Background: an optimization exercise with open tools, aiming at small area, a short achievable clock period and few clock cycles per item. Do not read the settings as production practice. Power and IR drop assume default switching activity.

==> flow/design.v <==
module dmem_responder #(
  parameter int DATA_W     = 32,
  parameter int DM_ADDRESS = 9,
  parameter int MEM_LAT    = 2
) (
  input  logic                  clk,
  input  logic                  reset,
  input  logic                  req_valid,
  output logic                  req_ready,
  input  logic                  req_we,
  input  logic [2:0]            req_funct3,
  input  logic [DM_ADDRESS-1:0] req_addr,
  input  logic [DATA_W-1:0]     req_wdata,
  output logic                  rsp_valid,
  input  logic                  rsp_ready,
  output logic [DATA_W-1:0]     rsp_rdata,
  output logic                  rsp_err
);
  localparam int WAW = DM_ADDRESS - 2;        
  localparam int NW  = 2**WAW;                
  localparam int HW  = WAW / 2;               
  localparam int LW  = WAW - HW;              
  localparam int NH  = 2**HW;
  localparam int NL  = 2**LW;
  localparam int NS  = 4;                  
  localparam int GS  = NH / NS;             
  logic a_en;
  logic            r_byte, r_half, r_word, r_illegal, r_wr;
  logic [1:0]      r_off;
  logic [3:0]      r_lwe;
  logic [3:0][7:0] r_wd;
  logic [NH-1:0]   r_hi;
  logic [NL-1:0]   r_lo;
  logic [NS-1:0][NL-1:0] r_los;
  always_comb begin
    r_byte    = (req_funct3[1:0] == 2'b00);
    r_half    = (req_funct3[1:0] == 2'b01);
    r_word    = (req_funct3 == 3'b010);
    r_illegal = !(r_byte || r_half || r_word);
    r_off     = r_word ? 2'b00 : r_half ? {req_addr[1], 1'b0} : req_addr[1:0];
    r_wr      = req_valid && req_we && !r_illegal;
    for (int l = 0; l < 4; l++) begin
      r_lwe[l] = r_wr && (r_word ||
                          (r_half && (r_off[1] == 1'(l >> 1))) ||
                          (r_byte && (r_off == 2'(l))));
      r_wd[l]  = r_word ? req_wdata[8*l +: 8] :
                 r_half ? req_wdata[8*(l%2) +: 8] :
                          req_wdata[7:0];
    end
    for (int h = 0; h < NH; h++)
      r_hi[h] = (req_addr[DM_ADDRESS-1 -: HW] == HW'(h));
    for (int j = 0; j < NL; j++)
      r_lo[j] = (req_addr[2 +: LW] == LW'(j));
  end
  genvar s;
  generate
    for (s = 0; s < NS; s++) begin : g_los
      assign r_los[s] = (req_addr[DM_ADDRESS-1 -: $clog2(NS)] == $clog2(NS)'(s)) ? r_lo : '0;
    end
  endgenerate
  logic              a_v;
  logic [3:0]        a_lwe;
  logic [3:0][7:0]   a_wd;
  logic [NH-1:0]     a_hi;
  logic [NS-1:0][NL-1:0] a_lo;    
  logic              a_ld, a_err, a_byte, a_half, a_sgn;
  logic [1:0]        a_off;
  always_ff @(posedge clk)
    if (a_en) begin
      a_wd   <= r_wd;
      a_hi   <= r_hi;
      a_lo   <= r_los;
      a_ld   <= !req_we && !r_illegal;
      a_err  <= r_illegal;
      a_byte <= r_byte;
      a_half <= r_half;
      a_sgn  <= !req_funct3[2];
      a_off  <= r_off;
    end
  logic [NW-1:0]             wl;
  logic [NW-1:0][DATA_W-1:0] mem;
  logic [DATA_W-1:0]         rword;
  genvar i, l;
  generate
    for (i = 0; i < NW; i++) begin : g_word
      assign wl[i] = a_hi[i / NL] && a_lo[i / (NL*GS)][i % NL];
      for (l = 0; l < 4; l++) begin : g_byte
        always_ff @(posedge clk)
          if (wl[i] && a_lwe[l]) mem[i][8*l +: 8] <= a_wd[l];
      end
    end
  endgenerate
  logic [NH-1:0][DATA_W-1:0] grp;
  genvar h;
  generate
    for (h = 0; h < NH; h++) begin : g_grp
      always_comb begin
        logic [DATA_W-1:0] acc;
        acc = '0;
        for (int j = 0; j < NL; j++)
          acc = acc | ({DATA_W{a_lo[h / GS][j]}} & mem[h*NL + j]);
        grp[h] = acc;
      end
    end
  endgenerate
  always_comb begin
    rword = '0;
    for (int k = 0; k < NH; k++)
      rword = rword | ({DATA_W{a_hi[k]}} & grp[k]);
  end
  logic              b_v, h_v, s_v;
  logic              b_en;
  logic [DATA_W-1:0] b_word;
  logic              b_ld, b_err, b_byte, b_half, b_sgn;
  logic [1:0]        b_off;
  assign b_en = !(b_v && s_v);
  assign a_en = !(a_v && b_v && s_v);
  always_ff @(posedge clk)
    if (b_en) begin
      b_word <= rword;
      b_ld   <= a_ld;
      b_err  <= a_err;
      b_byte <= a_byte;
      b_half <= a_half;
      b_sgn  <= a_sgn;
      b_off  <= a_off;
    end
  logic [7:0]        bsel;
  logic [15:0]       hsel;
  logic [DATA_W-1:0] res;
  always_comb begin
    bsel = b_word[{b_off, 3'b000} +: 8];
    hsel = b_word[{b_off[1], 4'b0000} +: 16];
    res  = '0;
    if (b_ld) begin
      if (b_byte)
        res = {{(DATA_W-8){b_sgn && bsel[7]}}, bsel};
      else if (b_half)
        res = {{(DATA_W-16){b_sgn && hsel[15]}}, hsel};
      else
        res = b_word;
    end
  end
  logic [DATA_W-1:0] s_rdata;
  logic              s_err;
  logic              push, pop;
  assign push = b_v && !s_v;
  assign pop  = h_v && rsp_ready;
  always_ff @(posedge clk)
    if (!s_v) begin
      s_rdata <= res;
      s_err   <= b_err;
    end
  always_ff @(posedge clk)
    if (pop || !h_v) begin
      rsp_rdata <= s_v ? s_rdata : res;
      rsp_err   <= s_v ? s_err   : b_err;
    end
  logic a_v_n, b_v_n, h_v_n, s_v_n;
  always_comb begin
    a_v_n = a_en ? req_valid : a_v;
    b_v_n = b_en ? a_v : b_v;
    h_v_n = s_v || push || (h_v && !pop);
    s_v_n = s_v ? !pop : (push && h_v && !pop);
    if (reset) begin
      a_v_n = 1'b0;
      b_v_n = 1'b0;
      h_v_n = 1'b0;
      s_v_n = 1'b0;
    end
  end
  always_ff @(posedge clk) begin
    a_v       <= a_v_n;
    b_v       <= b_v_n;
    h_v       <= h_v_n;
    s_v       <= s_v_n;
    req_ready <= !(a_v_n && b_v_n && s_v_n);
    if (reset)          a_lwe <= '0;
    else if (a_en)      a_lwe <= r_lwe;
  end
  assign rsp_valid = h_v;
endmodule
==> flow/config.mk <==
export PLATFORM = sky130hd
export DESIGN_NAME = dmem_responder
export DESIGN_NICKNAME = dmem_responder
export VERILOG_FILES = /design/flow/design.v
export SDC_FILE = /design/flow/constraint.sdc
export NUM_CORES = 4
export LEC_CHECK = 0
export CAP_MARGIN = 20
export CORE_MARGIN = 2
export CORE_UTILIZATION = 55
export CTS_CLUSTER_DIAMETER = 150
export CTS_CLUSTER_SIZE = 30
export PLACE_DENSITY = 0.65
export SETUP_SLACK_MARGIN = 5
export SLEW_MARGIN = 20
==> flow/constraint.sdc <==
create_clock -name core_clock -period 8.0 [get_ports {clk}]
set_input_delay 1.6000 -clock core_clock [delete_from_list [all_inputs] [get_ports {clk}]]
set_output_delay 1.6000 -clock core_clock [all_outputs]
set_load 0.01 [all_outputs]
run.sh (not shown) runs the stock make flow with config.mk's settings and CLKGATE_MAP_FILE= SYNTH_SCRIPT=/design/flow/synth_recipe.tcl, a recipe that flattens the netlist after the stock synthesis.
Then changed:
--- a/flow/design.v
+++ b/flow/design.v
@@ -20,20 +20,17 @@
   localparam int NW  = 2**WAW;                
   localparam int HW  = WAW / 2;               
   localparam int LW  = WAW - HW;              
   localparam int NH  = 2**HW;
   localparam int NL  = 2**LW;
-  localparam int NS  = 4;                  
-  localparam int GS  = NH / NS;             
   logic a_en;
   logic            r_byte, r_half, r_word, r_illegal, r_wr;
   logic [1:0]      r_off;
   logic [3:0]      r_lwe;
   logic [3:0][7:0] r_wd;
   logic [NH-1:0]   r_hi;
   logic [NL-1:0]   r_lo;
-  logic [NS-1:0][NL-1:0] r_los;
   always_comb begin
     r_byte    = (req_funct3[1:0] == 2'b00);
     r_half    = (req_funct3[1:0] == 2'b01);
     r_word    = (req_funct3 == 3'b010);
     r_illegal = !(r_byte || r_half || r_word);
@@ -50,28 +47,22 @@
     for (int h = 0; h < NH; h++)
       r_hi[h] = (req_addr[DM_ADDRESS-1 -: HW] == HW'(h));
     for (int j = 0; j < NL; j++)
       r_lo[j] = (req_addr[2 +: LW] == LW'(j));
   end
-  genvar s;
-  generate
-    for (s = 0; s < NS; s++) begin : g_los
-      assign r_los[s] = (req_addr[DM_ADDRESS-1 -: $clog2(NS)] == $clog2(NS)'(s)) ? r_lo : '0;
-    end
-  endgenerate
   logic              a_v;
   logic [3:0]        a_lwe;
   logic [3:0][7:0]   a_wd;
   logic [NH-1:0]     a_hi;
-  logic [NS-1:0][NL-1:0] a_lo;    
+  logic [NL-1:0]     a_lo;
   logic              a_ld, a_err, a_byte, a_half, a_sgn;
   logic [1:0]        a_off;
   always_ff @(posedge clk)
     if (a_en) begin
       a_wd   <= r_wd;
       a_hi   <= r_hi;
-      a_lo   <= r_los;
+      a_lo   <= r_lo;
       a_ld   <= !req_we && !r_illegal;
       a_err  <= r_illegal;
       a_byte <= r_byte;
       a_half <= r_half;
       a_sgn  <= !req_funct3[2];
@@ -81,11 +72,11 @@
   logic [NW-1:0][DATA_W-1:0] mem;
   logic [DATA_W-1:0]         rword;
   genvar i, l;
   generate
     for (i = 0; i < NW; i++) begin : g_word
-      assign wl[i] = a_hi[i / NL] && a_lo[i / (NL*GS)][i % NL];
+      assign wl[i] = a_hi[i / NL] && a_lo[i % NL];
       for (l = 0; l < 4; l++) begin : g_byte
         always_ff @(posedge clk)
           if (wl[i] && a_lwe[l]) mem[i][8*l +: 8] <= a_wd[l];
       end
     end
@@ -96,11 +87,11 @@
     for (h = 0; h < NH; h++) begin : g_grp
       always_comb begin
         logic [DATA_W-1:0] acc;
         acc = '0;
         for (int j = 0; j < NL; j++)
-          acc = acc | ({DATA_W{a_lo[h / GS][j]}} & mem[h*NL + j]);
+          acc = acc | ({DATA_W{a_lo[j]}} & mem[h*NL + j]);
         grp[h] = acc;
       end
     end
   endgenerate
   always_comb begin
=> Worst setup slack gets better by 290 ps; clock skew stays flat; combinational power went up by 45%; sequential cell count went down by 48; total power went up by 0.50%; non-clock buffer count went down by 8; die area went down by 0.89%; synthesized area went down by 0.89%; worst hold slack gets worse by 4.2 ps.
No functional check of the RTL was part of any run of this note.

==> re-timing with driven ports <==
In the flow no input, the clock included, has a driving cell. The finished layouts below were timed again as built, in two steps. Step 1, drivers: a clkbuf_16 drives clk and a buf_2 each remaining input, both assumed. Step 2 times the ports against the registers' clock, not the clock port: input delays grow and output delays shrink by t, the midpoint of the rising clock arrivals with the driver on. Three values: no drivers, after step 1, after step 2; two values: the first two.
run | t (ns) | setup WS [ns] | hold WS [ns] | worst setup path after step 2 | pins driven straight from the clock port
the first run | 0.990 | 4.585 / 4.491 / 4.136 | 0.435 / 0.435 / 0.435 | input to register | 1
the second run | 0.975 | 4.874 / 4.823 / 4.191 | 0.431 / 0.431 / 0.431 | input to register | 1
After both steps setup and hold are still met in every run listed. The setup slack of the second run, which loses most, moves by -0.051 ns with the drivers and by -0.683 ns with both steps.
